This design comes from an exercise in tuning for small area and a short achievable clock period on the open sky130 flow, not from production work. Where RTL was checked, it was by simulation tests only, not by an equivalence proof against the original. No functional check of the RTL was part of runs 1 and 2. Power figures rest on the tool's default switching activity, not on a simulated workload.

$ cat flow/config.mk
export PLATFORM = sky130hd
export DESIGN_NAME = icache_assoc_prefetch
export DESIGN_NICKNAME = icache_assoc_prefetch
export VERILOG_FILES = /design/flow/design.v
export SDC_FILE = /design/flow/constraint.sdc
export NUM_CORES = 4
export LEC_CHECK = 0
export ABC_CLOCK_PERIOD_IN_PS = 6000
export CAP_MARGIN = 20
export CORE_MARGIN = 2
export CORE_UTILIZATION = 40
export SETUP_SLACK_MARGIN = 5
export SLEW_MARGIN = 20
$ cat flow/run.sh
#!/bin/bash
# synth_recipe.tcl (not shown) runs the flow's synth.tcl, then flattens the netlist and writes it again
# the make line also repeats each setting of config.mk as NAME=value (left out here)
make -C /OpenROAD-flow-scripts/flow DESIGN_CONFIG=/design/flow/config.mk WORK_HOME=/design/flow/orfs CLKGATE_MAP_FILE= SYNTH_SCRIPT=/design/flow/synth_recipe.tcl finish
$ cat flow/constraint.sdc
create_clock -name core_clock -period 12.5 [get_ports {clock}]
set_input_delay 2.5000 -clock core_clock [delete_from_list [all_inputs] [get_ports {clock}]]
set_output_delay 2.5000 -clock core_clock [all_outputs]
set_load 0.01 [all_outputs]
$ cat flow/design.v
module icache_assoc_prefetch #(
    parameter int NUM_SETS       = 16,
    parameter int NUM_WAYS       = 2,
    parameter int PREFETCH_DEPTH = 4,
    parameter int NUM_MSHR       = 4
) (
    input  logic        clock,
    input  logic        reset,
    input  logic        squash,
    input  logic [3:0]  Imem2proc_response,
    input  logic [63:0] Imem2proc_data,
    input  logic [3:0]  Imem2proc_tag,
    input  logic [31:0] proc2Icache_addr,
    input  logic        early_branch_valid,
    input  logic [12:0] early_branch_target,
    output logic [1:0]  proc2Imem_command,
    output logic [31:0] proc2Imem_addr,
    output logic [63:0] Icache_data_out,
    output logic        Icache_valid_out
);
    logic [15:0]  st_x, st_y;
    logic [8:0]   tag0_q [16];
    logic [8:0]   tag1_q [16];
    logic [63:0]  data0_q [16];
    logic [63:0]  data1_q [16];
    logic [3:0]   mv_q;
    logic [12:0]  mba_q  [4];
    logic [3:0]   mtag_q [4];
    logic [12:0]  last_ba_q;
    logic [12:0]  ba;
    logic [3:0]   idx;
    logic [8:0]   tg;
    logic [15:0]  v0, v1;
    logic [15:0]  dec;
    assign ba  = proc2Icache_addr[15:3];
    assign idx = ba[3:0];
    assign tg  = ba[12:4];
    assign v1  = st_x;
    assign v0  = st_x | st_y;
    always_comb
        for (int s = 0; s < 16; s++) dec[s] = (idx == 4'(s));
    logic [8:0]  rt0, rt1;
    logic        rv0, rv1;
    logic [63:0] rd0, rd1;
    logic        hw0, hw1, dem_hit;
    always_comb begin
        rt0 = '0; rt1 = '0; rv0 = 1'b0; rv1 = 1'b0; rd0 = '0; rd1 = '0;
        for (int s = 0; s < 16; s++) begin
            rt0 = rt0 | ({9{dec[s]}} & tag0_q[s]);
            rt1 = rt1 | ({9{dec[s]}} & tag1_q[s]);
            rv0 = rv0 | (dec[s] & v0[s]);
            rv1 = rv1 | (dec[s] & v1[s]);
            rd0 = rd0 | ({64{dec[s]}} & data0_q[s]);
            rd1 = rd1 | ({64{dec[s]}} & data1_q[s]);
        end
    end
    assign hw0     = rv0 && (rt0 == tg);
    assign hw1     = rv1 && (rt1 == tg);
    assign dem_hit = hw0 | hw1;
    logic        ebv;
    logic [3:0]  qi;
    logic [8:0]  pt, pt1;
    logic [15:0] hp, hp1;
    logic [3:0]  pres;         
    logic [3:0]  inm_j;        
    logic        inm0;         
    assign ebv = early_branch_valid;
    assign qi  = ebv ? early_branch_target[3:0]  : idx;
    assign pt  = ebv ? early_branch_target[12:4] : tg;
    assign pt1 = pt + 9'd1;
    always_comb begin
        for (int s = 0; s < 16; s++) begin
            hp[s]  = (v0[s] && tag0_q[s] == pt)  || (v1[s] && tag1_q[s] == pt);
            hp1[s] = (v0[s] && tag0_q[s] == pt1) || (v1[s] && tag1_q[s] == pt1);
        end
    end
    always_comb begin
        for (int j = 0; j < 4; j++) begin
            pres[j] = 1'b0;
            for (int s = 0; s < 16; s++)
                if (qi == 4'(s))
                    pres[j] = ((s + j) >= 16) ? hp1[(s + j) % 16] : hp[(s + j) % 16];
        end
    end
    always_comb begin
        inm0 = 1'b0;
        for (int j = 0; j < 4; j++) inm_j[j] = 1'b0;
        for (int m = 0; m < 4; m++) begin
            if (mv_q[m] && mba_q[m] == ba) inm0 = 1'b1;
            for (int j = 0; j < 4; j++)
                if (mv_q[m] && mba_q[m][3:0] == qi + 4'(j) &&
                    mba_q[m][12:4] == ((mba_q[m][3:0] < 4'(j)) ? pt1 : pt))
                    inm_j[j] = 1'b1;
        end
    end
    logic [3:0]  cov;
    logic [12:0] c1, c2, c3;
    assign cov[0] = dem_hit | inm0;
    assign cov[1] = ebv ? (pres[0] | inm_j[0]) : (pres[1] | inm_j[1]);
    assign cov[2] = ebv ? (pres[1] | inm_j[1]) : (pres[2] | inm_j[2]);
    assign cov[3] = ebv ? (pres[2] | inm_j[2]) : (pres[3] | inm_j[3]);
    assign c1 = ebv ? early_branch_target           : ba + 13'd1;
    assign c2 = ebv ? early_branch_target + 13'd1   : ba + 13'd2;
    assign c3 = ebv ? early_branch_target + 13'd2   : ba + 13'd3;
    logic [12:0] sel_ba;
    always_comb begin
        if (!cov[0])      sel_ba = ba;
        else if (!cov[1]) sel_ba = c1;
        else if (!cov[2]) sel_ba = c2;
        else              sel_ba = c3;
    end
    logic       free_found;
    logic [3:0] free_oh;
    assign free_found = ~&mv_q;
    assign free_oh[0] = ~mv_q[0];
    assign free_oh[1] = mv_q[0] & ~mv_q[1];
    assign free_oh[2] = &mv_q[1:0] & ~mv_q[2];
    assign free_oh[3] = &mv_q[2:0] & ~mv_q[3];
    logic issue, alloc;
    assign issue = ~&cov && free_found && (ba == last_ba_q);
    assign alloc = issue && (Imem2proc_response != 4'd0);
    assign proc2Imem_command = {1'b0, issue};
    assign proc2Imem_addr    = {16'b0, sel_ba, 3'b0};
    assign Icache_valid_out  = dem_hit;
    assign Icache_data_out   = hw1 ? rd1 : rd0;
    logic [3:0]  fh;
    logic [15:0] fset;
    logic [8:0]  fill_tag;
    always_comb begin
        fset = '0;
        fill_tag = '0;
        for (int m = 0; m < 4; m++) begin
            fh[m] = mv_q[m] && (mtag_q[m] == Imem2proc_tag);
            fill_tag = fill_tag | ({9{fh[m]}} & mba_q[m][12:4]);
            for (int s = 0; s < 16; s++)
                if (fh[m] && mba_q[m][3:0] == 4'(s)) fset[s] = 1'b1;
        end
    end
    logic [15:0] we0, we1;
    assign we1 = fset & st_y;
    assign we0 = fset & ~st_y;
    always_ff @(posedge clock or posedge reset) begin
        if (reset) begin
            st_x      <= '0;
            st_y      <= '0;
            mv_q      <= '0;
            last_ba_q <= '1;
        end else begin
            last_ba_q <= squash ? 13'h1fff : ba;
            for (int s = 0; s < 16; s++) begin
                if (fset[s]) begin
                    st_x[s] <= st_x[s] | st_y[s];
                    st_y[s] <= ~st_y[s];
                end else if (dec[s] && dem_hit) begin
                    st_y[s] <= ~hw1;
                end
            end
            for (int m = 0; m < 4; m++)
                mv_q[m] <= (mv_q[m] & ~fh[m]) | (alloc & free_oh[m]);
        end
    end
    always_ff @(posedge clock) begin
        for (int m = 0; m < 4; m++)
            if (alloc && free_oh[m]) begin
                mba_q[m]  <= sel_ba;
                mtag_q[m] <= Imem2proc_response;
            end
        for (int s = 0; s < 16; s++) begin
            if (we0[s]) begin
                tag0_q[s]  <= fill_tag;
                data0_q[s] <= Imem2proc_data;
            end
            if (we1[s]) begin
                tag1_q[s]  <= fill_tag;
                data1_q[s] <= Imem2proc_data;
            end
        end
    end
endmodule
==> results of run 1 <==
-- final timing paths --
kind	startpoint	end	slack [ns]	cells past startpoint
worst max register to register	mba_q[0][3]	mtag_q[1][3]	7.00	13
min in group asynchronous	reset	mv_q[1]	2.18	3
max in group asynchronous	reset	st_y[2]	9.70	3
worst min-delay path	st_x[12]	st_x[12]	0.61	1
worst min register to register	st_x[12]	st_x[12]	0.61	1
worst max-delay path	early_branch_target[5]	proc2Imem_command[0]	3.29	17
-- sequential cells by signal, summed over array words and instances, names as in the netlist --
| register | count |
|---|---|
| mtag_q | 16 |
| mba_q | 52 |
| tag0_q | 144 |
| data1_q | 1024 |
| mv_q | 4 |
| st_y | 16 |
| data0_q | 1024 |
| tag1_q | 144 |
| st_x | 16 |
| last_ba_q | 13 |
-- layout by cell type (no fill, tap or decap), types with 51 or more instances in the layout --
cell                              instances
sky130_fd_sc_hd__a221oi_1               195
sky130_fd_sc_hd__clkbuf_16              242
sky130_fd_sc_hd__clkinv_1                51
sky130_fd_sc_hd__edfxtp_1              2404
sky130_fd_sc_hd__nand4_1                152
sky130_fd_sc_hd__xor2_1                 139
sky130_fd_sc_hd__a22oi_1                737
sky130_fd_sc_hd__nand2_1                196
sky130_fd_sc_hd__buf_6                  122
sky130_fd_sc_hd__a21oi_1                 97
sky130_fd_sc_hd__clkdlybuf4s50_1         74
sky130_fd_sc_hd__buf_4                  285
sky130_fd_sc_hd__o21ai_0                 77
sky130_fd_sc_hd__nor2_1                 155
sky130_fd_sc_hd__xnor2_1                427
sky130_fd_sc_hd__a22o_1                 188
sky130_fd_sc_hd__nand3_1                255
sky130_fd_sc_hd__nor4_1                  62
sky130_fd_sc_hd__buf_12                  88
-- layer usage --
metal,global-route usage (%),vias up
li1,-,27200
met1,38.9,35100
met2,44.0,4868
met3,5.49,802
met4,9.98,14
met5,0,-
-- cell families after synthesis --
family	Yosys count	share of synthesized area, %
compound gates	1659	12.5
xor+xnor	598	5.27
fa+ha+maj	16	0.199
buf+inv	500	2.19
flops	2453	73.0
mux	47	0.675
other cells	1	0.00373
simple gates	1206	6.19
-- final cells by class --
| type | count | area, um^2 | share of cell area (%) |
|---|---|---|---|
| tap | 3348 | 4190 | 3.44 |
| clock buffer | 292 | 6250 | 5.14 |
| inverter | 31 | 163 | 0.134 |
| timing repair buffer | 682 | 7900 | 6.49 |
| multi-input combinational | 3551 | 28100 | 23.1 |
| clock inverter | 156 | 1680 | 1.38 |
| antenna | 9 | 22.5 | 0.0185 |
| sequential | 2453 | 73400 | 60.3 |
-- per-stage QoR --
step / total power, uW / hold slack, ns
2_1_floorplan: 9890 / 0.496
3_3_place_gp: 10400 / 0.573
3_5_place_dp: 10400 / 0.574
4_1_cts: 17700 / 0.590
5_1_grt: 18100 / 0.604
6_report: 17700 / 0.609
-- report_power, final --
| part | total (uW) | leakage, uW | switching, uW | internal (uW) |
|---|---|---|---|---|
| clock | 7280 | 0.00385 | 3190 | 4090 |
| sequential | 9090 | 0.0226 | 41.7 | 9050 |
| combinational | 1350 | 0.0123 | 858 | 494 |
-- Yosys cell counts, types with 40 or more instances --
cell                       count  area [um^2]
sky130_fd_sc_hd__nand2_1     219          822
sky130_fd_sc_hd__a221oi_1    201         1760
sky130_fd_sc_hd__xnor2_1     450         3940
sky130_fd_sc_hd__a22oi_1     738         5540
sky130_fd_sc_hd__buf_1        94          353
sky130_fd_sc_hd__nor4_1       95          594
sky130_fd_sc_hd__clkbuf_1    294         1100
sky130_fd_sc_hd__xor2_1      143         1250
sky130_fd_sc_hd__a21oi_1     170          851
sky130_fd_sc_hd__nand4_1     152          951
sky130_fd_sc_hd__edfxtp_1   2404        72200
sky130_fd_sc_hd__and2_1       40          250
sky130_fd_sc_hd__nand3_1     258         1290
sky130_fd_sc_hd__nor3_1      123          616
sky130_fd_sc_hd__o21ai_0      83          415
sky130_fd_sc_hd__nor2_1      175          657
sky130_fd_sc_hd__a22o_1      188         1650
-- what timing repair did --
action	CTS	global route
setup endpoints to repair	173	79
gates resized for setup	803	132
buffers inserted	246	37
pin swaps	107	46
cloned	36	0
-- worst max-delay path, delay by kind of cell --
| family | cells | cell delay (ns) |
|---|---|---|
| AO/OA/AOI/OAI | 6 | 1.67 |
| buffers and inverters | 7 | 1.23 |
| AND/OR/NAND/NOR | 2 | 1.02 |
| multiplexers | 1 | 0.19 |
| XOR/XNOR | 1 | 0.09 |
==> PnR_summary.wiki, run 1 <==
{| class="wikitable"
! Metric !! Value
|-
| Run status || timing/DRC/antenna clean
|-
| Endpoint type of the worst setup path || output port
|-
| Antenna violations before repair || 23
|-
| Number of setup violations in the final report || 0
|-
| Slowest stage cell on the critical path || sky130_fd_sc_hd__or4_4
|-
| Worst Skew || 0.0970 ns
|-
| Number of distinct standard cells referenced by the synthesized netlist || 97
|-
| Number of flops mapped to enable cells by yosys || roughly 2.4k
|-
| Leakage || 0.0387 uW
|-
| Post-Route WL || 369 mm
|-
| Cell Pwr Density || 146 nW/um^2
|-
| Minimum clock period after layout || approximately 9 ns
|-
| Placement Cell Area || 108,000 um^2
|-
| Setup repair after global routing missed its margin || true
|-
| # hold bufs at CTS || 0
|-
| Primary FF master, synth || sky130_fd_sc_hd__edfxtp_1
|-
| First-pass detailed-route iteration total || 7
|-
| Cells along the critical path || dlygate4sd2_1 -> buf_6 -> mux2i_4 -> buf_4 -> buf_12 -> buf_4 -> xnor2_1 -> nor4_2 -> o2111ai_2 -> a211oi_1 -> a2111oi_0 -> o211ai_1 -> o31ai_4 -> buf_4 -> or4_4 -> o31a_4 -> buf_6
|-
| Initial Util || 40.1%
|-
| Summed negative setup slack over all endpoints || 0 ns
|-
| Part of the Yosys area used for sequential elements || roughly 73%
|-
| 1st-iter DRT viols || roughly 11k
|-
| Placeable core region || 251,000 um^2
|-
| Routed length on met3 || 42.8 mm
|-
| CP startpoint kind || input pin
|-
| Maximum capacitance violations || 0
|-
| Max Buffers Root-to-Sink || 3
|-
| Clock-pin slew on the worst setup and hold paths || 0.06 ns
|-
| Final WS setup || 3.29 ns
|-
| Detailed-route vias per instance || between 6 and 7
|-
| Total Routing Usage GR || approximately 28%
|-
| Worst-path maximum fanout || 7
|-
| Total number of clock tree sinks || around 2.5k
|-
| Level count of the clock H-tree || 4
|-
| Number of synthesized register bits || 2,453
|-
| Gpl congestion || about 1
|-
| Detailed-placement wirelength estimate || roughly 180 mm
|-
| Synthesized area per cell || about 16 um^2
|-
| Maximum number of pins on one net before global-route repair || 115
|-
| First-pass GRT wire length || 510 mm
|-
| Antenna-violating nets left || 0
|-
| Delay of the slowest cell on the worst path || 0.60 ns
|-
| Via count || 68.0k
|-
| DRC Markers || 0
|-
| Maximum VDD drop || 0.149 mV
|-
| Layout-stage area growth over the synthesis result || 21.0%
|-
| Worst Setup Slack post-DPL || ~1.2 ns
|-
| Clock latency on the worst-skew pair || 0.92 ns
|-
| Count of pins over their slew limit || 0
|-
| Wl on met1 || approximately 140 mm
|-
| Die width || about 500 um
|-
| Fraction of synthesis flops using an asynchronous set or reset pin || 2.00%
|-
| Total count of hold-check failures in the final report || 0
|-
| Area of all placed cells without fillers || 122,000 um^2
|-
| Post-Layout Cell Count || roughly 11k
|-
| Warning count from the yosys run || 7
|-
| Buffer type at the clock tree root || sky130_fd_sc_hd__clkbuf_16
|-
| Number of cells in the design after placement || 9,744
|-
| Rel. slew slack || between 10% and 20%
|-
| Number of top-level pins || 220
|-
| Wire length on met2 || 170 mm
|-
| Grt ovf || 0
|-
| Hold Path Class || reg2reg
|-
| Post-route core utilization || 48.6%
|-
| Inserted Clock Buffers || 241
|-
| Highest layer used for signal routing || met5
|-
| Final routed wire length divided by cell count || 35.1 um
|-
| IO Port Bufs || 180
|-
| Cell repeated most along the worst path || sky130_fd_sc_hd__buf_4
|-
| Number of placement rows || 184
|-
| Cells after Synth || 6,480
|-
| Critical Path RT || around 10 ns
|-
| Die height || about 510 um
|-
| Kind of critical path || in2out
|-
| CTS tree || done
|-
| Netlist area before placement || 101,000 um^2
|-
| Number of global-route vias before repair || approximately 64k
|-
| Total Die Area || 256,000 um^2
|-
| Worst EP arrival || 6.71 ns
|-
| Total of fill cells in the finished design || 20.9k
|-
| Period Utilization, post-route || between 70% and 80%
|-
| Transition time at the pin with the least slew margin || between 1 and 1.5 ns
|-
| Number of nets in the layout || just over 7k
|-
| Ratio of cells with drive above 1 in the final layout || 20.0%
|-
| Achievable frequency || 109 MHz
|}
==> run 2: changes to the inputs <==
--- a/flow/config.mk
+++ b/flow/config.mk
@@ -5,7 +5,7 @@
 export SDC_FILE = /design/flow/constraint.sdc
 export NUM_CORES = 4
 export LEC_CHECK = 0
-export ABC_CLOCK_PERIOD_IN_PS = 6000
+export ABC_CLOCK_PERIOD_IN_PS = 2500
 export CAP_MARGIN = 20
 export CORE_MARGIN = 2
 export CORE_UTILIZATION = 40
==> PnR_summary.wiki, run 2 <==
{| class="wikitable"
! Metric !! Value
|-
| Run status || timing/DRC/antenna clean
|-
| # hold bufs at CTS || 0
|-
| Level count of the clock H-tree || 4
|-
| Leading registers by flop count || data0_q x1024, data1_q x1024
|-
| Buffer type at the clock tree root || sky130_fd_sc_hd__clkbuf_16
|-
| Total number of clock tree sinks || 2,453
|-
| Detailed-placement wirelength estimate || 183 mm
|-
| Clock network fraction of design power || 41.1%
|-
| CTS tree || done
|-
| Worst reg2reg setup slack || 7.00 ns
|-
| Total count of hold-check failures in the final report || 0
|-
| Worst-path maximum fanout || 7
|-
| Cells along the critical path || dlygate4sd2_1 -> buf_6 -> mux2i_4 -> buf_4 -> buf_12 -> buf_4 -> xnor2_1 -> nor4_2 -> o2111ai_2 -> a211oi_1 -> a2111oi_0 -> o211ai_1 -> o31ai_4 -> buf_4 -> or4_4 -> o31a_4 -> buf_6
|-
| Placeable core region || between 200,000 and 300,000 um^2
|-
| Netlist area before placement || ~100,000 um^2
|-
| Warning count from the yosys run || 7
|-
| Summed negative setup slack over all endpoints || 0 ns
|-
| Cells after Synth || between 6k and 7k
|-
| Post-Route WL || approximately 370 mm
|-
| Antenna-violating nets left || 0
|-
| Number of placement rows || approximately 180
|-
| Most used cells in the layout excluding fill and tap cells || sky130_fd_sc_hd__edfxtp_1 (2,404), sky130_fd_sc_hd__a22oi_1 (737), sky130_fd_sc_hd__xnor2_1 (427)
|-
| Mux cell area share after synthesis || less than 1%
|-
| Terminus of the critical flop-to-flop path || mtag_q[1][3]
|-
| Gpl congestion || around 0.97
|-
| Cell Pwr Density || 146 nW/um^2
|-
| Switch share || 23.1%
|-
| IO Port Bufs || 180
|-
| Number of synthesized register bits || 2,453
|-
| Initial Util || 40.1%
|-
| Switching pwr || around 4100 uW
|-
| Transition time at the pin with the least slew margin || 1.21 ns
|-
| Register-to-Register Path Depth || 13
|-
| Achievable frequency || 109 MHz
|-
| Period Utilization, post-route || 73.7%
|-
| Storage cell area || 73,400 um^2
|-
| Final WS setup || 3.29 ns
|-
| Top cell family by delay on the critical path || compound AO/OA/AOI/OAI gates
|-
| Worst EP arrival || 6.71 ns
|-
| Total Routing Usage GR || 28.1%
|-
| Maximum number of pins on one net before global-route repair || about 120
|-
| Share of power burned in combinational logic || 7.6%
|-
| Most common library cells after synthesis || sky130_fd_sc_hd__edfxtp_1 (2,404), sky130_fd_sc_hd__a22oi_1 (738), sky130_fd_sc_hd__xnor2_1 (450), sky130_fd_sc_hd__clkbuf_1 (294), sky130_fd_sc_hd__nand3_1 (258)
|-
| Detailed-route vias per instance || about 6.5
|-
| Max Buffers Root-to-Sink || 3
|-
| Area of all placed cells without fillers || 122,000 um^2
|-
| Number of nets in the layout || 7,097
|-
| Number of flops mapped to enable cells by yosys || 2,404
|-
| Die height || a little over 500 um
|-
| Via count || 68.0k
|-
| Number of setup violations in the final report || 0
|-
| First-pass detailed-route iteration total || 7
|-
| Fraction of power consumed by sequential logic || roughly 50%
|-
| Placement Cell Area || about 110,000 um^2
|-
| Kind of critical path || in2out
|-
| Cell with the most instances after synthesis || sky130_fd_sc_hd__edfxtp_1
|-
| Rel. slew slack || between 15 and 20%
|-
| Xor and xnor area share after synthesis || 5.27%
|-
| First-pass GRT wire length || 510 mm
|-
| Worst Skew || 0.0970 ns
|-
| Cell repeated most along the worst path || sky130_fd_sc_hd__buf_4
|-
| Clock-pin slew on the worst setup and hold paths || 0.06 ns
|-
| Area of combinational cells with multiple inputs || 28,100 um^2
|-
| Number of distinct standard cells referenced by the synthesized netlist || 97
|-
| Adder-cell share of the synthesized area || 0.199%
|-
| Worst Setup Slack post-DPL || 1.19 ns
|-
| Share of the synthesized area in the top cell type || 71.8%
|-
| Primary FF master, synth || sky130_fd_sc_hd__edfxtp_1
|-
| Fraction of synthesis flops using an asynchronous set or reset pin || 2.00%
|-
| Start of the worst register-to-register path || mba_q[0][3]
|-
| Total Die Area || 256,000 um^2
|-
| Count of pins over their slew limit || 0
|-
| 1st-iter DRT viols || roughly 11k
|-
| Leakage || 0.0387 uW
|-
| Post-synth top area cell || sky130_fd_sc_hd__edfxtp_1
|-
| Critical Path RT || 10.00 ns
|-
| Post-Synth Simple-Gate Area || under 10%
|-
| Terminating pin of the worst hold path || st_x[12]
|-
| DRC Markers || 0
|-
| Endpoint type of the worst setup path || output port
|-
| Setup repair after global routing missed its margin || true
|-
| Part of the Yosys area used for sequential elements || 73.0%
|-
| Number of global-route vias before repair || 64.5k
|-
| Grt ovf || 0
|-
| Clock latency on the worst-skew pair || ~0.92 ns
|-
| Hold Path Class || reg2reg
|-
| WHS Path Cells || 1
|-
| Total of fill cells in the finished design || between 20k and 25k
|-
| Maximum VDD drop || approximately 0.15 mV
|-
| Synthesized area per cell || 15.5 um^2
|-
| Slowest stage cell on the critical path || sky130_fd_sc_hd__or4_4
|-
| Commonest non-fill, non-tap cell in the layout || sky130_fd_sc_hd__edfxtp_1
|-
| Minimum clock period after layout || 9.21 ns
|-
| Delay of the slowest cell on the worst path || 0.60 ns
|-
| Final routed wire length divided by cell count || around 35 um
|-
| Ratio of cells with drive above 1 in the final layout || 20.0%
|-
| Number of top-level pins || 220
|-
| Inserted Clock Buffers || between 200 and 250
|-
| Maximum capacitance violations || 0
|-
| CP startpoint kind || input pin
|-
| Source of the worst hold timing path || st_x[12]
|-
| Synth top area cells || sky130_fd_sc_hd__edfxtp_1 (72%), sky130_fd_sc_hd__a22oi_1 (5.5%), sky130_fd_sc_hd__xnor2_1 (3.9%)
|-
| Antenna violations before repair || 23
|-
| Largest family of logic cells by synthesized area || compound AO/OA/AOI/OAI gates
|-
| Die width || just over 500 um
|-
| Fraction of the mapped netlist area in compound gates || 12.5%
|-
| Layout-stage area growth over the synthesis result || 21.0%
|-
| Worst path buffer plus inverter count || 7
|-
| P_int || approximately 14,000 uW
|}
-- run 2: cell counts after synthesis --
No cell type changed its count.
-- run 2: worst max path at each step --
| stage | startpoint | slack (ns) | end | cells after the start |
|---|---|---|---|---|
| global route | early_branch_target[5] | 3.26 | proc2Imem_command[0] | 17 |
| floorplan | early_branch_valid | 3.89 | proc2Imem_addr[5] | 20 |
| finish | early_branch_target[5] | 3.29 | proc2Imem_command[0] | 17 |
| detailed placement | early_branch_target[5] | 1.19 | proc2Imem_addr[5] | 19 |
| global placement | early_branch_target[5] | 1.24 | proc2Imem_addr[15] | 19 |
| CTS | proc2Icache_addr[4] | 3.50 | proc2Imem_command[0] | 18 |
-- run 2: worst reg2reg max path, delay by kind of cell (launching register included) --
| kind | cells | cell delay (ns) |
|---|---|---|
| buffers and inverters | 2 | 0.40 |
| DFF | 1 | 0.75 |
| xor gates and xnor gates | 1 | 0.16 |
| AOI/OAI and AO/OA | 4 | 0.82 |
| and+or+nand+nor | 6 | 3.13 |
-- run 2: layout make-up --
type / instances / area share [%]
sequential: 2453 / 60.3
multi-input combinational: 3551 / 23.1
timing repair buffer: 682 / 6.49
clock buffer: 292 / 5.14
tap: 3348 / 3.44
clock inverter: 156 / 1.38
inverter: 31 / 0.134
antenna: 9 / 0.0185
-- run 2: kinds of logic after synthesis --
group                      after synthesis
other                                    1
AOI/OAI and AO/OA                     1659
and+or+nand+nor                       1206
buffers and inverters                  500
muxes                                   47
adders and majority gates               16
xor gates and xnor gates               598
DFF                                   2453
-- run 2: per-layer routing --
metal	share of wire (%)	global-route usage [%]	wire, um
met2	46	44.0	170000
met1	38	38.9	142000
met5	0.028	0	105
met4	4.1	9.98	15100
met3	12	5.49	42800
-- run 2: stage by stage --
step	utilization [%]	hold WS [ns]	std cells	total power, uW
after floorplan	-	0.496	6499	9890
after global placement	43.0	0.573	9738	10400
after detailed placement	43.0	0.574	9744	10400
after CTS	48.1	0.590	10500	17700
after global routing	48.6	0.604	10500	18100
final	48.6	0.609	10500	17700
-- run 2: power groups by stage --
stage                     registers (uW)  logic, uW  clock network [uW]
after floorplan                     9240        655                   0
after global placement              9260       1120                   0
after detailed placement            9260       1130                   0
after CTS                           9090       1290                7330
after global routing                9090       1410                7640
final                               9090       1350                7280
-- run 2: repair_timing --
item / in CTS / in global routing
resized for setup: 803 / 132
setup buffers: 246 / 37
pin swaps: 107 / 46
setup endpoints to repair: 173 / 79
cloned: 36 / 0
==> run 3: changes to the inputs <==
--- a/flow/design.v
+++ b/flow/design.v
@@ -58,47 +58,56 @@
     assign hw1     = rv1 && (rt1 == tg);
     assign dem_hit = hw0 | hw1;
     logic        ebv;
-    logic [3:0]  qi;
     logic [8:0]  pt, pt1;
-    logic [15:0] hp, hp1;
-    logic [3:0]  pres;         
-    logic [3:0]  inm_j;        
-    logic        inm0;         
+    logic [15:0] hp;
+    logic [2:0]  hp1;
+    logic [3:0]  ci [4];
+    logic [15:0] dci [4];
+    logic [3:0]  pres, inm;
     assign ebv = early_branch_valid;
-    assign qi  = ebv ? early_branch_target[3:0]  : idx;
     assign pt  = ebv ? early_branch_target[12:4] : tg;
     assign pt1 = pt + 9'd1;
     always_comb begin
-        for (int s = 0; s < 16; s++) begin
+        for (int s = 0; s < 16; s++)
             hp[s]  = (v0[s] && tag0_q[s] == pt)  || (v1[s] && tag1_q[s] == pt);
+        for (int s = 0; s < 3; s++)
             hp1[s] = (v0[s] && tag0_q[s] == pt1) || (v1[s] && tag1_q[s] == pt1);
-        end
     end
     always_comb begin
-        for (int j = 0; j < 4; j++) begin
-            pres[j] = 1'b0;
-            for (int s = 0; s < 16; s++)
-                if (qi == 4'(s))
-                    pres[j] = ((s + j) >= 16) ? hp1[(s + j) % 16] : hp[(s + j) % 16];
+        for (int k = 1; k < 4; k++) begin
+            ci[k] = ebv ? early_branch_target[3:0] + 4'(k - 1) : idx + 4'(k);
+            for (int s = 0; s < 16; s++) dci[k][s] = (ci[k] == 4'(s));
         end
+        ci[0] = idx; dci[0] = dec;
     end
     always_comb begin
-        inm0 = 1'b0;
-        for (int j = 0; j < 4; j++) inm_j[j] = 1'b0;
+        pres = '0;
+        for (int k = 1; k < 4; k++)
+            for (int s = 0; s < 16; s++)
+                if (s < 3) begin
+                    if (dci[k][s] && (( ebv && s < k - 1) || (!ebv && s < k)) && hp1[s]) pres[k] = 1'b1;
+                    if (dci[k][s] && !(( ebv && s < k - 1) || (!ebv && s < k)) && hp[s]) pres[k] = 1'b1;
+                end else begin
+                    if (dci[k][s] && hp[s]) pres[k] = 1'b1;
+                end
+    end
+    always_comb begin
+        inm = '0;
         for (int m = 0; m < 4; m++) begin
-            if (mv_q[m] && mba_q[m] == ba) inm0 = 1'b1;
-            for (int j = 0; j < 4; j++)
-                if (mv_q[m] && mba_q[m][3:0] == qi + 4'(j) &&
-                    mba_q[m][12:4] == ((mba_q[m][3:0] < 4'(j)) ? pt1 : pt))
-                    inm_j[j] = 1'b1;
+            if (mv_q[m] && mba_q[m] == ba) inm[0] = 1'b1;
+            for (int k = 1; k < 4; k++)
+                if (mv_q[m] && mba_q[m][3:0] == ci[k] &&
+                    mba_q[m][12:4] == (((ebv && mba_q[m][3:0] < 4'(k - 1)) ||
+                                        (!ebv && mba_q[m][3:0] < 4'(k))) ? pt1 : pt))
+                    inm[k] = 1'b1;
         end
     end
     logic [3:0]  cov;
     logic [12:0] c1, c2, c3;
-    assign cov[0] = dem_hit | inm0;
-    assign cov[1] = ebv ? (pres[0] | inm_j[0]) : (pres[1] | inm_j[1]);
-    assign cov[2] = ebv ? (pres[1] | inm_j[1]) : (pres[2] | inm_j[2]);
-    assign cov[3] = ebv ? (pres[2] | inm_j[2]) : (pres[3] | inm_j[3]);
+    assign cov[0] = dem_hit | inm[0];
+    assign cov[1] = pres[1] | inm[1];
+    assign cov[2] = pres[2] | inm[2];
+    assign cov[3] = pres[3] | inm[3];
     assign c1 = ebv ? early_branch_target           : ba + 13'd1;
     assign c2 = ebv ? early_branch_target + 13'd1   : ba + 13'd2;
     assign c3 = ebv ? early_branch_target + 13'd2   : ba + 13'd3;
--- a/flow/config.mk
+++ b/flow/config.mk
@@ -5,9 +5,11 @@
 export SDC_FILE = /design/flow/constraint.sdc
 export NUM_CORES = 4
 export LEC_CHECK = 0
-export ABC_CLOCK_PERIOD_IN_PS = 2500
 export CAP_MARGIN = 20
 export CORE_MARGIN = 2
-export CORE_UTILIZATION = 40
+export CORE_UTILIZATION = 65
+export CTS_BUF_LIST = sky130_fd_sc_hd__clkbuf_8
+export CTS_CLUSTER_DIAMETER = 60
+export CTS_CLUSTER_SIZE = 16
 export SETUP_SLACK_MARGIN = 5
 export SLEW_MARGIN = 20
==> PnR_summary.wiki, run 3 <==
{| class="wikitable"
! Metric !! Value
|-
| First-pass GRT wire length || approximately 490 mm
|-
| Minimum clock period after layout || 9.12 ns
|-
| Number of top-level pins || 220
|-
| Highest layer used for signal routing || met5
|-
| Share of the synthesized area in the top cell type || between 70% and 80%
|-
| Antenna-violating nets left || 0
|-
| Most common library cells after synthesis || sky130_fd_sc_hd__edfxtp_1 (2,404), sky130_fd_sc_hd__a22oi_1 (673), sky130_fd_sc_hd__xnor2_1 (448), sky130_fd_sc_hd__nand3_1 (282), sky130_fd_sc_hd__clkbuf_1 (268)
|-
| Maximum VDD drop || ~0.12 mV
|-
| Total count of hold-check failures in the final report || 0
|-
| Routed length on met3 || 57.3 mm
|-
| Kind of critical path || in2out
|-
| Summed negative setup slack over all endpoints || 0 ns
|-
| Hold Path Class || reg2reg
|-
| WHS Path Cells || 1
|-
| Worst Skew || between 0.07 and 0.08 ns
|-
| Count of pins over their slew limit || 0
|-
| Rel. slew slack || about 17%
|-
| IO Port Bufs || 180
|-
| Leakage || about 0.037 uW
|-
| Wire length on met2 || approximately 160 mm
|-
| Endpoint type of the worst setup path || output port
|-
| Initial Util || 65.4%
|-
| Number of nets in the layout || 7,110
|-
| Clock-pin slew on the worst setup and hold paths || 0.10 ns
|-
| Number of synthesized register bits || approximately 2.5k
|-
| 1st-iter DRT viols || 12.3k
|-
| Cell Pwr Density || 124 nW/um^2
|-
| Worst EP arrival || 6.62 ns
|-
| Cells after Synth || roughly 6.5k
|-
| Synth top area cells || sky130_fd_sc_hd__edfxtp_1 (72%), sky130_fd_sc_hd__a22oi_1 (5.0%), sky130_fd_sc_hd__xnor2_1 (3.9%)
|-
| Max Buffers Root-to-Sink || 3
|-
| Die height || 397 um
|-
| # hold bufs at CTS || 0
|-
| Commonest non-fill, non-tap cell in the layout || sky130_fd_sc_hd__edfxtp_1
|-
| Most used cells in the layout excluding fill and tap cells || sky130_fd_sc_hd__edfxtp_1 (2,404), sky130_fd_sc_hd__a22oi_1 (666), sky130_fd_sc_hd__xnor2_1 (422)
|-
| Area of all placed cells without fillers || 116,000 um^2
|-
| Layout-stage area growth over the synthesis result || 15.0%
|-
| Number of placement rows || 144
|-
| Number of distinct standard cells referenced by the synthesized netlist || 99
|-
| Detailed-placement wirelength estimate || 185 mm
|-
| Total Die Area || 158,000 um^2
|-
| Maximum number of pins on one net before global-route repair || 131
|-
| Ratio of cells with drive above 1 in the final layout || between 10% and 20%
|-
| Level count of the clock H-tree || 4
|-
| Number of flops mapped to enable cells by yosys || 2,404
|-
| Clock latency on the worst-skew pair || 1.02 ns
|-
| Placeable core region || approximately 150,000 um^2
|-
| Number of cells in the design after placement || 8,494
|-
| Number of setup violations in the final report || 0
|-
| Cell with the most instances after synthesis || sky130_fd_sc_hd__edfxtp_1
|-
| Gpl congestion || 1.00
|-
| Number of global-route vias before repair || 65.1k
|-
| First-pass detailed-route iteration total || 8
|-
| Total power consumption of the routed design || 14,300 uW
|-
| Buffer type at the clock tree root || sky130_fd_sc_hd__clkbuf_8
|-
| Setup repair after global routing missed its margin || true
|-
| Transition time at the pin with the least slew margin || 1.25 ns
|-
| Primary FF master, synth || sky130_fd_sc_hd__edfxtp_1
|-
| Via count || 68.9k
|-
| Period Utilization, post-route || 73.0%
|-
| Inserted Clock Buffers || 179
|-
| Post-Layout Cell Count || between 9k and 10k
|-
| Warning count from the yosys run || 9
|-
| Worst hold slack after final layout || 0.583 ns
|-
| Leading registers by flop count || data0_q x1024, data1_q x1024
|-
| Worst-path maximum fanout || 15
|-
| DRC Markers || 0
|-
| Post-Route WL || approximately 360 mm
|-
| Total number of clock tree sinks || around 2.5k
|-
| Part of the Yosys area used for sequential elements || 73.0%
|-
| Placement Cell Area || 106,000 um^2
|-
| Total Routing Usage GR || 45.2%
|-
| CTS tree || done
|-
| Netlist area before placement || 101,000 um^2
|-
| Antenna violations before repair || 12
|-
| Fraction of synthesis flops using an asynchronous set or reset pin || ~2.0%
|-
| Synthesized area per cell || 15.4 um^2
|-
| Final routed wire length divided by cell count || a little under 40 um
|-
| Register-to-Register Path Depth || 9
|-
| Maximum capacitance violations || 0
|-
| Run status || timing/DRC/antenna clean
|-
| Die width || 397 um
|-
| CP startpoint kind || input pin
|-
| Grt ovf || 0
|-
| Wl on met1 || approximately 120 mm
|-
| Detailed-route vias per instance || 7.58
|-
| Critical Path RT || 10.00 ns
|-
| Achievable frequency || 110 MHz
|-
| Post-synth top area cell || sky130_fd_sc_hd__edfxtp_1
|}
## run 3: cell type report
type	instances	area, um^2
diodes	7	17.5
clock buffers	179	2460
clock inverters	56	574
fillers	9166	38200
inverters	28	139
multi-input cells	3607	28500
flip-flops and latches	2453	73400
well taps	2044	2560
repair buffers	710	7960
## run 3: kinds of logic after synthesis
group,count (synthesis),synth area share (%)
fa+ha+maj,10,0.124
flops,2453,73.0
other cells,1,0.00373
simple gates,1305,6.62
mux,98,1.11
buf+inv,494,2.09
xor+xnor,583,5.19
compound gates,1586,11.8
## run 3: final timing paths
path,startpoint,endpoint,slack [ns]
min in group asynchronous,reset,mv_q[2],2.02
min,st_x[5],st_x[5],0.58
max reg2reg,mtag_q[1][0],data1_q[14][30],6.81
max,early_branch_valid,proc2Imem_addr[9],3.38
max in group asynchronous,reset,st_x[1],9.78
min reg2reg,st_x[5],st_x[5],0.58
## run 3: what timing repair did
action / 4_1_cts / 5_1_grt
gates resized for setup: 882 / 187
hold endpoints to repair: 0 / 0
gates cloned: 32 / 3
pin swaps: 135 / 79
setup endpoints to repair: 147 / 79
setup buffers: 244 / 69
## run 3: power by group
part / switching [uW] / internal [uW] / total (uW)
logic: 834 / 483 / 1320
clock network: 2560 / 1440 / 3990
registers: 17.7 / 9010 / 9030
## run 3: layer usage
metal	vias up	global-route usage, %
met5	-	0.242
met4	14	25.3
met3	1275	12.0
met2	6779	67.2
met1	33800	61.4
li1	27000	-
## run 3: critical path: stages
cell                        delay, ns
sky130_fd_sc_hd__buf_16          0.13
sky130_fd_sc_hd__buf_4           0.18
sky130_fd_sc_hd__mux2i_4         0.36
sky130_fd_sc_hd__buf_6           0.30
sky130_fd_sc_hd__xnor2_1         0.13
sky130_fd_sc_hd__nor4_2          0.67
sky130_fd_sc_hd__nand3_2         0.27
sky130_fd_sc_hd__a21boi_1        0.31
sky130_fd_sc_hd__a2111oi_4       0.08
sky130_fd_sc_hd__nand4b_1        0.28
sky130_fd_sc_hd__nor4_4          0.06
sky130_fd_sc_hd__buf_6           0.16
sky130_fd_sc_hd__mux2i_4         0.21
sky130_fd_sc_hd__buf_4           0.14
sky130_fd_sc_hd__nand4_1         0.10
sky130_fd_sc_hd__xnor2_1         0.20
sky130_fd_sc_hd__a22oi_2         0.10
sky130_fd_sc_hd__o2bb2ai_4       0.24
sky130_fd_sc_hd__buf_6           0.14
## run 3: stage by stage
step | utilization (%) | setup slack (ns)
after detailed placement | 68.7 | 1.19
after CTS | 74.3 | 3.55
after global routing | 75.2 | 3.37
after floorplan | - | 3.95
final | 75.2 | 3.38
after global placement | 68.7 | 1.18
==> run 4: changes to the inputs <==
--- a/flow/config.mk
+++ b/flow/config.mk
@@ -7,7 +7,7 @@
 export LEC_CHECK = 0
 export CAP_MARGIN = 20
 export CORE_MARGIN = 2
-export CORE_UTILIZATION = 65
+export CORE_UTILIZATION = 80
 export CTS_BUF_LIST = sky130_fd_sc_hd__clkbuf_8
 export CTS_CLUSTER_DIAMETER = 60
 export CTS_CLUSTER_SIZE = 16
==> PnR_summary.wiki, run 4 <==
{| class="wikitable"
! Metric !! Value
|-
| Cells after Synth || 6,530
|-
| Part of the Yosys area used for sequential elements || 73.0%
|-
| Run Error || [ERROR GRT-0232] Routing congestion too high. Check the congestion heatmap in the GUI.
|-
| Die height || 359 um
|-
| Synth top area cells || sky130_fd_sc_hd__edfxtp_1 (72%), sky130_fd_sc_hd__a22oi_1 (5.0%), sky130_fd_sc_hd__xnor2_1 (3.9%)
|-
| Detailed-placement wirelength estimate || 195 mm
|-
| Number of distinct standard cells referenced by the synthesized netlist || 99
|-
| Buffer type at the clock tree root || sky130_fd_sc_hd__clkbuf_8
|-
| Gpl congestion || about 1.1
|-
| Warning count from the yosys run || 9
|-
| IO Port Bufs || 180
|-
| Total Routing Usage GR || 86.6%
|-
| Primary FF master, synth || sky130_fd_sc_hd__edfxtp_1
|-
| Share of the synthesized area in the top cell type || 71.8%
|-
| Synthesized area per cell || 15.4 um^2
|-
| Most common library cells after synthesis || sky130_fd_sc_hd__edfxtp_1 (2,404), sky130_fd_sc_hd__a22oi_1 (673), sky130_fd_sc_hd__xnor2_1 (448), sky130_fd_sc_hd__nand3_1 (282), sky130_fd_sc_hd__clkbuf_1 (268)
|-
| Worst Setup Slack post-DPL || 1.56 ns
|-
| Number of flops mapped to enable cells by yosys || 2,404
|-
| Cell with the most instances after synthesis || sky130_fd_sc_hd__edfxtp_1
|-
| Fraction of synthesis flops using an asynchronous set or reset pin || 2.00%
|-
| Worst endpoint type || primary output
|-
| Halt Stage || global routing
|-
| Initial Util || 80.3%
|-
| Maximum number of pins on one net before global-route repair || between 100 and 150
|-
| Number of synthesized register bits || approximately 2.5k
|-
| Die width || 359 um
|-
| # hold bufs at CTS || 0
|-
| Grt ovf || about 250
|-
| Level count of the clock H-tree || 4
|-
| Number of top-level pins || between 200 and 250
|-
| Total number of clock tree sinks || between 2k and 2.5k
|-
| Post-synth top area cell || sky130_fd_sc_hd__edfxtp_1
|-
| Inserted Clock Buffers || 177
|-
| Endpoint with the least setup slack after the last global-route repair || proc2Imem_addr[12]
|-
| Max Buffers Root-to-Sink || 3
|-
| Netlist area before placement || 101,000 um^2
|-
| Number of placement rows || 130
|-
| Run status || stopped before the end
|-
| Antenna violations before repair || 58
|}
[run 4: cell counts after synthesis]
No cell type changed its count.
[run 4: kinds of logic after synthesis]
kind of cell,count (synthesis),synth area share (%)
buffers and inverters,494,2.09
AND/OR/NAND/NOR,1305,6.62
other,1,0.00373
flip-flops,2453,73.0
adder cells (fa/ha/maj),10,0.124
XOR/XNOR,583,5.19
AO/OA/AOI/OAI,1586,11.8
multiplexers,98,1.11
[run 4: how the worst min path moves through the flow]
stage | startpoint | to | slack, ns | cells after the start
2_1_floorplan | st_y[5] | st_y[5] | 0.48 | 1
3_3_place_gp | st_x[5] | st_x[5] | 0.53 | 1
3_5_place_dp | st_x[5] | st_x[5] | 0.54 | 1
4_1_cts | st_x[5] | st_x[5] | 0.57 | 1
[run 4: metal layers]
layer / GRT usage (%) / overflow
met5: 60.2 / 3
met4: 83.4 / 117
met3: 80.5 / 19
met2: 95.0 / 91
met1: 87.0 / 18
[run 4: metrics by stage]
step / cells / instance area (um^2) / utilization [%]
4_1_cts: 8611 / 113000 / 90.4
3_5_place_dp: 8108 / 105000 / 84.0
3_3_place_gp: 8106 / 105000 / 84.0
2_1_floorplan: 6549 / 101000 / -
[run 4: timing repair]
item                                    CTS
gates cloned                             33
buffers inserted                        235
endpoints found under the setup margin  147
pin swaps                               149
endpoints found under the hold margin     0
resized for setup                       852
[run 4: power by group through the flow]
| stage | Clock (uW) | Combinational [uW] | Sequential (uW) |
|---|---|---|---|
| after global placement | 0 | 1000 | 9210 |
| after floorplan | 0 | 583 | 9200 |
| after CTS | 3960 | 1230 | 9030 |
| after detailed placement | 0 | 1040 | 9220 |
==> run 5: changes to the inputs <==
--- a/flow/config.mk
+++ b/flow/config.mk
@@ -7,7 +7,7 @@
 export LEC_CHECK = 0
 export CAP_MARGIN = 20
 export CORE_MARGIN = 2
-export CORE_UTILIZATION = 80
+export CORE_UTILIZATION = 40
 export CTS_BUF_LIST = sky130_fd_sc_hd__clkbuf_8
 export CTS_CLUSTER_DIAMETER = 60
 export CTS_CLUSTER_SIZE = 16
==> PnR_summary.wiki, run 5 <==
{| class="wikitable"
! Metric !! Value
|-
| Worst Skew || 0.115 ns
|-
| Terminating pin of the worst hold path || st_x[5]
|-
| Max Buffers Root-to-Sink || 3
|-
| Fraction of met3 tracks used by global routing || under 10%
|-
| First-pass GRT wire length || between 500 and 600 mm
|-
| Cells after Synth || 6,530
|-
| Transition time at the pin with the least slew margin || 1.27 ns
|-
| Cell Pwr Density || 123 nW/um^2
|-
| Detailed-route vias per instance || 6.50
|-
| Most common library cells after synthesis || sky130_fd_sc_hd__edfxtp_1 (2,404), sky130_fd_sc_hd__a22oi_1 (673), sky130_fd_sc_hd__xnor2_1 (448), sky130_fd_sc_hd__nand3_1 (282), sky130_fd_sc_hd__clkbuf_1 (268)
|-
| Busiest layer in global routing || met2
|-
| Total count of hold-check failures in the final report || 0
|-
| Final routed wire length divided by cell count || between 30 and 40 um
|-
| Share of the synthesized area in the top cell type || between 70% and 80%
|-
| 1st-iter DRT viols || between 10k and 15k
|-
| Warning count from the yosys run || 9
|-
| WHS Path Cells || 1
|-
| Grt ovf || 0
|-
| Worst Setup Slack post-DPL || 1.22 ns
|-
| Achievable frequency || 109 MHz
|-
| Number of flops mapped to enable cells by yosys || 2,404
|-
| Ratio of cells with drive above 1 in the final layout || 18.3%
|-
| Maximum number of pins on one net before global-route repair || 122
|-
| Most used cells in the layout excluding fill and tap cells || sky130_fd_sc_hd__edfxtp_1 (2,404), sky130_fd_sc_hd__a22oi_1 (671), sky130_fd_sc_hd__xnor2_1 (427)
|-
| Maximum capacitance violations || 0
|-
| Synthesized area per cell || 15.4 um^2
|-
| Source of the worst hold timing path || st_x[5]
|-
| Period Utilization, post-route || 73.7%
|-
| Primary FF master, synth || sky130_fd_sc_hd__edfxtp_1
|-
| Terminus of the critical flop-to-flop path || mtag_q[2][0]
|-
| Maximum VDD drop || 0.0935 mV
|-
| Number of synthesized register bits || 2,453
|-
| Minimum clock period after layout || 9.21 ns
|-
| Cell repeated most along the worst path || sky130_fd_sc_hd__buf_6
|-
| Number of placement rows || approximately 180
|-
| Part of the Yosys area used for sequential elements || approximately three quarters
|-
| DRC Markers || 0
|-
| Antenna-violating nets left || 0
|-
| Total number of clock tree sinks || 2,453
|-
| Clock latency on the worst-skew pair || 1.05 ns
|-
| Gpl congestion || 0.944
|-
| Global-route met1 utilization || 38.8%
|-
| Number of global-route vias before repair || roughly 64k
|-
| Cell with the most instances after synthesis || sky130_fd_sc_hd__edfxtp_1
|-
| Die height || 505 um
|-
| IO Port Bufs || 180
|-
| CP startpoint kind || input pin
|-
| Endpoint type of the worst setup path || output port
|-
| Die width || 505 um
|-
| Final WS setup || roughly 3.3 ns
|-
| Detailed-placement wirelength estimate || 185 mm
|-
| Count of pins over their slew limit || 0
|-
| Number of distinct standard cells referenced by the synthesized netlist || 99
|-
| Leakage || 0.0364 uW
|-
| Layout-stage area growth over the synthesis result || 16.0%
|-
| Netlist area before placement || 101,000 um^2
|-
| M2 GR Usage || 44.0%
|-
| Level count of the clock H-tree || 4
|-
| Run status || timing/DRC/antenna clean
|-
| Worst-path maximum fanout || 6
|-
| Slowest stage cell on the critical path || sky130_fd_sc_hd__a222oi_1
|-
| Cells along the critical path || buf_12 -> clkinvlp_4 -> buf_12 -> ha_4 -> buf_6 -> a222oi_1 -> mux4_2 -> nand2_2 -> xor2_2 -> nor3_2 -> nand3_4 -> buf_4 -> buf_6 -> buf_6 -> buf_16 -> buf_8 -> buf_12 -> buf_16 -> buf_6 -> nor3_4 -> a21oi_4 -> buf_6
|-
| Leading registers by flop count || data0_q x1024, data1_q x1024
|-
| Number of setup violations in the final report || 0
|-
| Commonest non-fill, non-tap cell in the layout || sky130_fd_sc_hd__edfxtp_1
|-
| Inserted Clock Buffers || 180
|-
| Rel. slew slack || 15.4%
|-
| Critical Path RT || 10.00 ns
|-
| Post-Route WL || around 370 mm
|-
| Kind of critical path || in2out
|-
| Total Routing Usage GR || 28.2%
|-
| Total Die Area || about 260,000 um^2
|-
| Hold Path Class || reg2reg
|-
| Post-synth top area cell || sky130_fd_sc_hd__edfxtp_1
|-
| Placeable core region || approximately 250,000 um^2
|-
| Number of top-level pins || 220
|-
| Register-to-Register Path Depth || 18
|-
| Worst reg2reg setup slack || about 7 ns
|-
| Setup repair after global routing missed its margin || true
|-
| Synth top area cells || sky130_fd_sc_hd__edfxtp_1 (72%), sky130_fd_sc_hd__a22oi_1 (5.0%), sky130_fd_sc_hd__xnor2_1 (3.9%)
|-
| Fraction of synthesis flops using an asynchronous set or reset pin || between 1.5 and 2%
|-
| Via count || 67.4k
|-
| First-pass detailed-route iteration total || 8
|-
| Summed negative setup slack over all endpoints || 0 ns
|-
| Buffer type at the clock tree root || sky130_fd_sc_hd__clkbuf_8
|-
| Number of nets in the layout || 7,085
|-
| Total power consumption of the routed design || 14,400 uW
|-
| Worst EP arrival || 6.71 ns
|-
| Initial Util || 40.1%
|-
| CTS tree || done
|-
| Start of the worst register-to-register path || mba_q[1][0]
|-
| Delay of the slowest cell on the worst path || about 0.96 ns
|-
| Antenna violations before repair || 23
|-
| Clock-pin slew on the worst setup and hold paths || 0.08 ns
|}
==> run 5: cell counts after synthesis <==
No cell type changed its count.
==> run 5: worst max path at each step <==
stage          cells after the start             endpoint                 from
6_report                          22  Icache_data_out[59]  proc2Icache_addr[4]
5_1_grt                           20   proc2Imem_addr[12]  proc2Icache_addr[4]
3_3_place_gp                      18    proc2Imem_addr[9]   early_branch_valid
3_5_place_dp                      16    proc2Imem_addr[3]   early_branch_valid
4_1_cts                           21   proc2Imem_addr[13]   early_branch_valid
2_1_floorplan                     24   proc2Imem_addr[14]   early_branch_valid
==> run 5: cell type report <==
type,instances,area (um^2)
Tap cell,3348,4190
Inverter,28,136
Clock buffer,182,2500
Fill cell,21500,134000
Clock inverter,57,549
Multi-Input combinational cell,3605,28100
Antenna cell,9,22.5
Timing Repair Buffer,686,7660
Sequential cell,2453,73400
==> run 5: what timing repair did <==
item / 4_1_cts / 5_1_grt
pin swaps: 126 / 62
setup endpoints to repair: 147 / 79
gates cloned: 33 / 1
setup buffers: 246 / 45
gates resized for setup: 907 / 86
hold buffers: 0 / 0
==> run 5: critical path: cells and delay by family <==
| kind | cells | cell delay (ns) |
|---|---|---|
| muxes | 1 | 0.48 |
| and+or+nand+nor | 4 | 0.62 |
| buffers and inverters | 13 | 1.69 |
| AOI/OAI and AO/OA | 2 | 1.04 |
| adders and majority gates | 1 | 0.19 |
| xor gates and xnor gates | 1 | 0.16 |
==> run 5: where the power goes <==
part / leakage (uW) / switching [uW] / total [uW] / internal [uW]
combinational: 0.0124 / 812 / 1270 / 463
sequential: 0.0224 / 17.9 / 9030 / 9010
clock: 0.00163 / 2640 / 4080 / 1430
==> run 5: through the flow <==
step                      instances  hold WS, ns  cell area [um^2]  utilization (%)
after detailed placement       9793        0.506            107000             42.8
after floorplan                6549        0.478            101000                -
after CTS                     10300        0.525            116000             46.2
after global routing          10400        0.582            117000             46.5
after global placement         9791        0.516            107000             42.8
final                         10400        0.537            117000             46.5
==> run 5: logic make-up after synthesis <==
family	count (synthesis)	share of synthesized area (%)
compound gates	1586	11.8
mux	98	1.11
flops	2453	73.0
fa+ha+maj	10	0.124
buf+inv	494	2.09
other cells	1	0.00373
simple gates	1305	6.62
xor+xnor	583	5.19
==> run 5: routing by layer <==
layer	wire (um)	share of wire (%)	vias up
met1	142000	38	34800
li1	-	-	26900
met2	168000	45	4791
met5	111	0.030	-
met4	16300	4.4	16
met3	45200	12	885
==> run 6: changes to the inputs <==
--- a/flow/design.v
+++ b/flow/design.v
@@ -61,24 +61,26 @@
     logic [8:0]  pt, pt1;
     logic [15:0] hp;
     logic [2:0]  hp1;
-    logic [3:0]  ci [4];
     logic [15:0] dci [4];
     logic [3:0]  pres, inm;
     assign ebv = early_branch_valid;
     assign pt  = ebv ? early_branch_target[12:4] : tg;
-    assign pt1 = pt + 9'd1;
+    assign pt1 = ebv ? early_branch_target[12:4] + 9'd1 : tg + 9'd1;
     always_comb begin
         for (int s = 0; s < 16; s++)
             hp[s]  = (v0[s] && tag0_q[s] == pt)  || (v1[s] && tag1_q[s] == pt);
         for (int s = 0; s < 3; s++)
             hp1[s] = (v0[s] && tag0_q[s] == pt1) || (v1[s] && tag1_q[s] == pt1);
     end
+    logic [15:0] edec;
+    logic [3:0]  eidx;
+    assign eidx = early_branch_target[3:0];
     always_comb begin
-        for (int k = 1; k < 4; k++) begin
-            ci[k] = ebv ? early_branch_target[3:0] + 4'(k - 1) : idx + 4'(k);
-            for (int s = 0; s < 16; s++) dci[k][s] = (ci[k] == 4'(s));
-        end
-        ci[0] = idx; dci[0] = dec;
+        for (int s = 0; s < 16; s++) edec[s] = (eidx == 4'(s));
+        for (int k = 1; k < 4; k++)
+            for (int s = 0; s < 16; s++)
+                dci[k][s] = ebv ? edec[(s - k + 17) % 16] : dec[(s - k + 16) % 16];
+        dci[0] = dec;
     end
     always_comb begin
         pres = '0;
@@ -96,7 +98,8 @@
         for (int m = 0; m < 4; m++) begin
             if (mv_q[m] && mba_q[m] == ba) inm[0] = 1'b1;
             for (int k = 1; k < 4; k++)
-                if (mv_q[m] && mba_q[m][3:0] == ci[k] &&
+                if (mv_q[m] &&
+                    (ebv ? mba_q[m][3:0] - 4'(k - 1) : mba_q[m][3:0] - 4'(k)) == (ebv ? eidx : idx) &&
                     mba_q[m][12:4] == (((ebv && mba_q[m][3:0] < 4'(k - 1)) ||
                                         (!ebv && mba_q[m][3:0] < 4'(k))) ? pt1 : pt))
                     inm[k] = 1'b1;
@@ -131,7 +134,7 @@
     assign proc2Imem_command = {1'b0, issue};
     assign proc2Imem_addr    = {16'b0, sel_ba, 3'b0};
     assign Icache_valid_out  = dem_hit;
-    assign Icache_data_out   = hw1 ? rd1 : rd0;
+    assign Icache_data_out   = {hw0 ? rd0[63:32] : rd1[63:32], hw1 ? rd1[31:0] : rd0[31:0]};
     logic [3:0]  fh;
     logic [15:0] fset;
     logic [8:0]  fill_tag;
--- a/flow/config.mk
+++ b/flow/config.mk
@@ -7,7 +7,7 @@
 export LEC_CHECK = 0
 export CAP_MARGIN = 20
 export CORE_MARGIN = 2
-export CORE_UTILIZATION = 40
+export CORE_UTILIZATION = 65
 export CTS_BUF_LIST = sky130_fd_sc_hd__clkbuf_8
 export CTS_CLUSTER_DIAMETER = 60
 export CTS_CLUSTER_SIZE = 16
==> PnR_summary.wiki, run 6 <==
{| class="wikitable"
! Metric !! Value
|-
| Total count of hold-check failures in the final report || 0
|-
| Antenna violations before repair || 25
|-
| Total power consumption of the routed design || 14,300 uW
|-
| Total Routing Usage GR || about 45%
|-
| Cells along the critical path || clkdlybuf4s50_1 -> mux2i_4 -> buf_12 -> buf_16 -> xnor2_1 -> nor4_4 -> nand3_1 -> nand2_1 -> a2111oi_1 -> nand4_1 -> buf_6 -> nor3_4 -> buf_6 -> a2111oi_4 -> xor2_1 -> a32o_1 -> a21o_1 -> buf_2
|-
| Setup repair after global routing missed its margin || true
|-
| Transition time at the pin with the least slew margin || 1.53 ns
|-
| Total number of clock tree sinks || 2,453
|-
| Clock-pin slew on the worst setup and hold paths || 0.09 ns
|-
| Cells after Synth || approximately 6.6k
|-
| Antenna-violating nets left || 0
|-
| Endpoint type of the worst setup path || output port
|-
| Top cell family by delay on the critical path || buffers and inverters
|-
| Failed layout checks || max-slew violations
|-
| Detailed-route vias per instance || roughly 7.5
|-
| Synthesized area per cell || approximately 15 um^2
|-
| Switching pwr || 3400 uW
|-
| Fraction of synthesis flops using an asynchronous set or reset pin || 2.00%
|-
| Achievable frequency || between 100 and 150 MHz
|-
| Worst Setup Slack post-DPL || 1.50 ns
|-
| Global-route met1 utilization || a little under 60%
|-
| Max Buffers Root-to-Sink || 3
|-
| Period Utilization, post-route || 71.2%
|-
| Slowest stage cell on the critical path || sky130_fd_sc_hd__a2111oi_1
|-
| Number of distinct standard cells referenced by the synthesized netlist || 94
|-
| Final WS setup || 3.59 ns
|-
| First-pass GRT wire length || 492 mm
|-
| Netlist area before placement || 101,000 um^2
|-
| Primary FF master, synth || sky130_fd_sc_hd__edfxtp_1
|-
| Ratio of cells with drive above 1 in the final layout || 19.0%
|-
| Initial Util || 65.6%
|-
| Maximum VDD drop || 0.127 mV
|-
| Worst Skew || 0.0797 ns
|-
| Run status || complete, but fails checks
|-
| Buffer type at the clock tree root || sky130_fd_sc_hd__clkbuf_8
|-
| Number of nets in the layout || 7,169
|-
| Share of power burned in combinational logic || 9.2%
|-
| Leading registers by flop count || data0_q x1024, data1_q x1024
|-
| Critical Path RT || around 10 ns
|-
| First-pass detailed-route iteration total || 7
|-
| CTS tree || done
|-
| Number of top-level pins || 220
|-
| Warning count from the yosys run || 8
|-
| Grt ovf || 0
|-
| Post-synth top area cell || sky130_fd_sc_hd__edfxtp_1
|-
| Part of the Yosys area used for sequential elements || 72.4%
|-
| Fraction of met3 tracks used by global routing || 12.4%
|-
| Rel. slew slack || -1.85%
|-
| Synth top area cells || sky130_fd_sc_hd__edfxtp_1 (71%), sky130_fd_sc_hd__a22oi_1 (5.5%), sky130_fd_sc_hd__xnor2_1 (3.8%)
|-
| Kind of critical path || in2out
|-
| Number of flops mapped to enable cells by yosys || 2,404
|-
| Via count || 68.5k
|-
| Cell repeated most along the worst path || sky130_fd_sc_hd__buf_6
|-
| Post-Route WL || 355 mm
|-
| Inserted Clock Buffers || 183
|-
| Worst path buffer plus inverter count || 6
|-
| # hold bufs at CTS || 0
|-
| Die width || between 300 and 400 um
|-
| Count of pins over their slew limit || between 40 and 50
|-
| Number of placement rows || 144
|-
| Final routed wire length divided by cell count || 39.0 um
|-
| Total Die Area || 159,000 um^2
|-
| P_int || between 10,000 and 15,000 uW
|-
| Busiest layer in global routing || met2
|-
| Number of synthesized register bits || 2,453
|-
| Die height || 399 um
|-
| Number of setup violations in the final report || 0
|-
| Most used cells in the layout excluding fill and tap cells || sky130_fd_sc_hd__edfxtp_1 (2,404), sky130_fd_sc_hd__a22oi_1 (734), sky130_fd_sc_hd__xnor2_1 (408)
|-
| Worst EP arrival || ~6.4 ns
|-
| Layout-stage area growth over the synthesis result || 15.1%
|-
| Clock latency on the worst-skew pair || 1.00 ns
|-
| IO Port Bufs || 180
|-
| Clock network fraction of design power || between 20 and 30%
|-
| Commonest non-fill, non-tap cell in the layout || sky130_fd_sc_hd__edfxtp_1
|-
| DRC Markers || 0
|-
| Maximum number of pins on one net before global-route repair || between 100 and 150
|-
| Worst-path maximum fanout || 10
|-
| Gpl congestion || 1.04
|-
| Cell Pwr Density || around 120 nW/um^2
|-
| Share of the synthesized area in the top cell type || 71.2%
|-
| Cell with the most instances after synthesis || sky130_fd_sc_hd__edfxtp_1
|-
| Number of global-route vias before repair || between 60k and 70k
|-
| Hold Path Class || reg2reg
|-
| Switch share || 23.7%
|-
| Detailed-placement wirelength estimate || 178 mm
|-
| Fraction of power consumed by sequential logic || 63.0%
|-
| M2 GR Usage || 66.5%
|-
| Maximum capacitance violations || 0
|-
| Delay of the slowest cell on the worst path || around 0.56 ns
|-
| Leakage || 0.0372 uW
|-
| 1st-iter DRT viols || 11.4k
|-
| Minimum clock period after layout || approximately 8.9 ns
|-
| Total of fill cells in the finished design || 9,220
|-
| CP startpoint kind || input pin
|-
| Summed negative setup slack over all endpoints || 0 ns
|-
| Placeable core region || 155,000 um^2
|-
| Level count of the clock H-tree || 4
|-
| Most common library cells after synthesis || sky130_fd_sc_hd__edfxtp_1 (2,404), sky130_fd_sc_hd__a22oi_1 (742), sky130_fd_sc_hd__xnor2_1 (442), sky130_fd_sc_hd__nand3_1 (305), sky130_fd_sc_hd__clkbuf_1 (297)
|}
[run 6: logic make-up (layout without fill, tap and decap cells)]
family	count (synthesis)	in the layout	synth area share (%)
buf+inv	511	962	2.10
mux	47	47	0.527
simple gates	1222	1223	6.34
flops	2453	2453	72.4
other cells	1	34	0.00370
compound gates	1689	1689	12.5
fa+ha+maj	45	45	0.555
xor+xnor	618	618	5.54
[run 6: power groups by stage]
stage	logic, uW	registers [uW]	clock network (uW)
2_1_floorplan	618	9200	0
3_3_place_gp	1040	9210	0
3_5_place_dp	1050	9210	0
6_report	1320	9030	3980
4_1_cts	1220	9030	3970
5_1_grt	1350	9030	4250
[run 6: area by class of cell]
cell class	count	area, um^2	share of cell area [%]
Tap cell	2044	2560	2.19
Clock inverter	53	467	0.400
Sequential cell	2453	73400	62.9
Multi-Input combinational cell	3642	29600	25.3
Inverter	42	200	0.171
Timing Repair Buffer	681	7940	6.80
Antenna cell	14	35.0	0.0300
Clock buffer	186	2560	2.19
[run 6: worst paths after layout]
| path | from | to | slack (ns) | cells after the start |
|---|---|---|---|---|
| hold reg to reg | st_x[8] | st_x[8] | 0.62 | 1 |
| setup / recovery | proc2Icache_addr[15] | proc2Imem_addr[12] | 3.59 | 18 |
| setup reg to reg | mtag_q[1][1] | data1_q[4][13] | 6.82 | 10 |
| hold / removal | st_x[8] | st_x[8] | 0.62 | 1 |
| min in group asynchronous | reset | mv_q[1] | 2.07 | 3 |
| max in group asynchronous | reset | st_x[5] | 9.69 | 3 |
[run 6: layer usage]
metal	routed length, um	share of wire, %	vias to the layer above
met3	52700	15	1355
met5	137	0.039	-
met4	26700	7.5	20
met1	119000	33	33900
met2	157000	44	6011
li1	-	-	27200
[run 6: timing repair]
action	in CTS	in global routing
cloned	26	5
setup endpoints to repair	147	79
pin swaps	109	73
setup buffers	246	56
resized for setup	899	154
[run 6: metrics by stage]
stage	area (um^2)	cells	util (%)	hold WS, ns
6_report	117000	9115	75.5	0.623
5_1_grt	117000	9112	75.5	0.604
4_1_cts	115000	9039	74.7	0.585
3_5_place_dp	107000	8528	69.3	0.565
3_3_place_gp	107000	8527	69.3	0.560
2_1_floorplan	103000	6605	-	0.473

afterwards: timing with drivers on the ports:
How much do the figures lean on ideal ports? The routed layouts below were timed once more, with nothing changed but the port constraints. Step 1 (the two cells are an assumption about what drives the block):
set clk [get_ports {clock}]
set_driving_cell -lib_cell sky130_fd_sc_hd__clkbuf_16 $clk
set_driving_cell -lib_cell sky130_fd_sc_hd__buf_2 [delete_from_list [all_inputs] $clk]
Step 2 times the ports against the registers' clock, not the clock port: input delays grow and output delays shrink by t, the midpoint of the rising clock arrivals with the driver on. a / b / c = no drivers / after step 1 / after step 2; a / b = the first two.
| run | t, ns | slack for setup (ns) | hold slack, ns | worst setup path at the end | worst data-port slew with drivers (ns) |
|---|---|---|---|---|---|
| run 1 | 0.972 | 3.288 / 3.139 / 3.139 | 0.609 / 0.609 / 0.609 | input to output | 0.28 |
| run 2 | 0.972 | 3.288 / 3.139 / 3.139 | 0.609 / 0.609 / 0.609 | input to output | 0.28 |
| run 3 | 1.075 | 3.380 / 3.211 / 3.211 | 0.583 / 0.583 / 0.583 | input to output | 0.24 |
| run 5 | 1.078 | 3.289 / 3.220 / 3.220 | 0.537 / 0.537 / 0.537 | input to output | 0.35 |
| run 6 | 1.048 | 3.595 / 3.304 / 3.304 | 0.623 / 0.623 / 0.623 | input to output | 0.36 |
For run 6, which loses most, drivers alone change the setup slack by -0.291 ns; drivers and shift together by -0.291 ns.
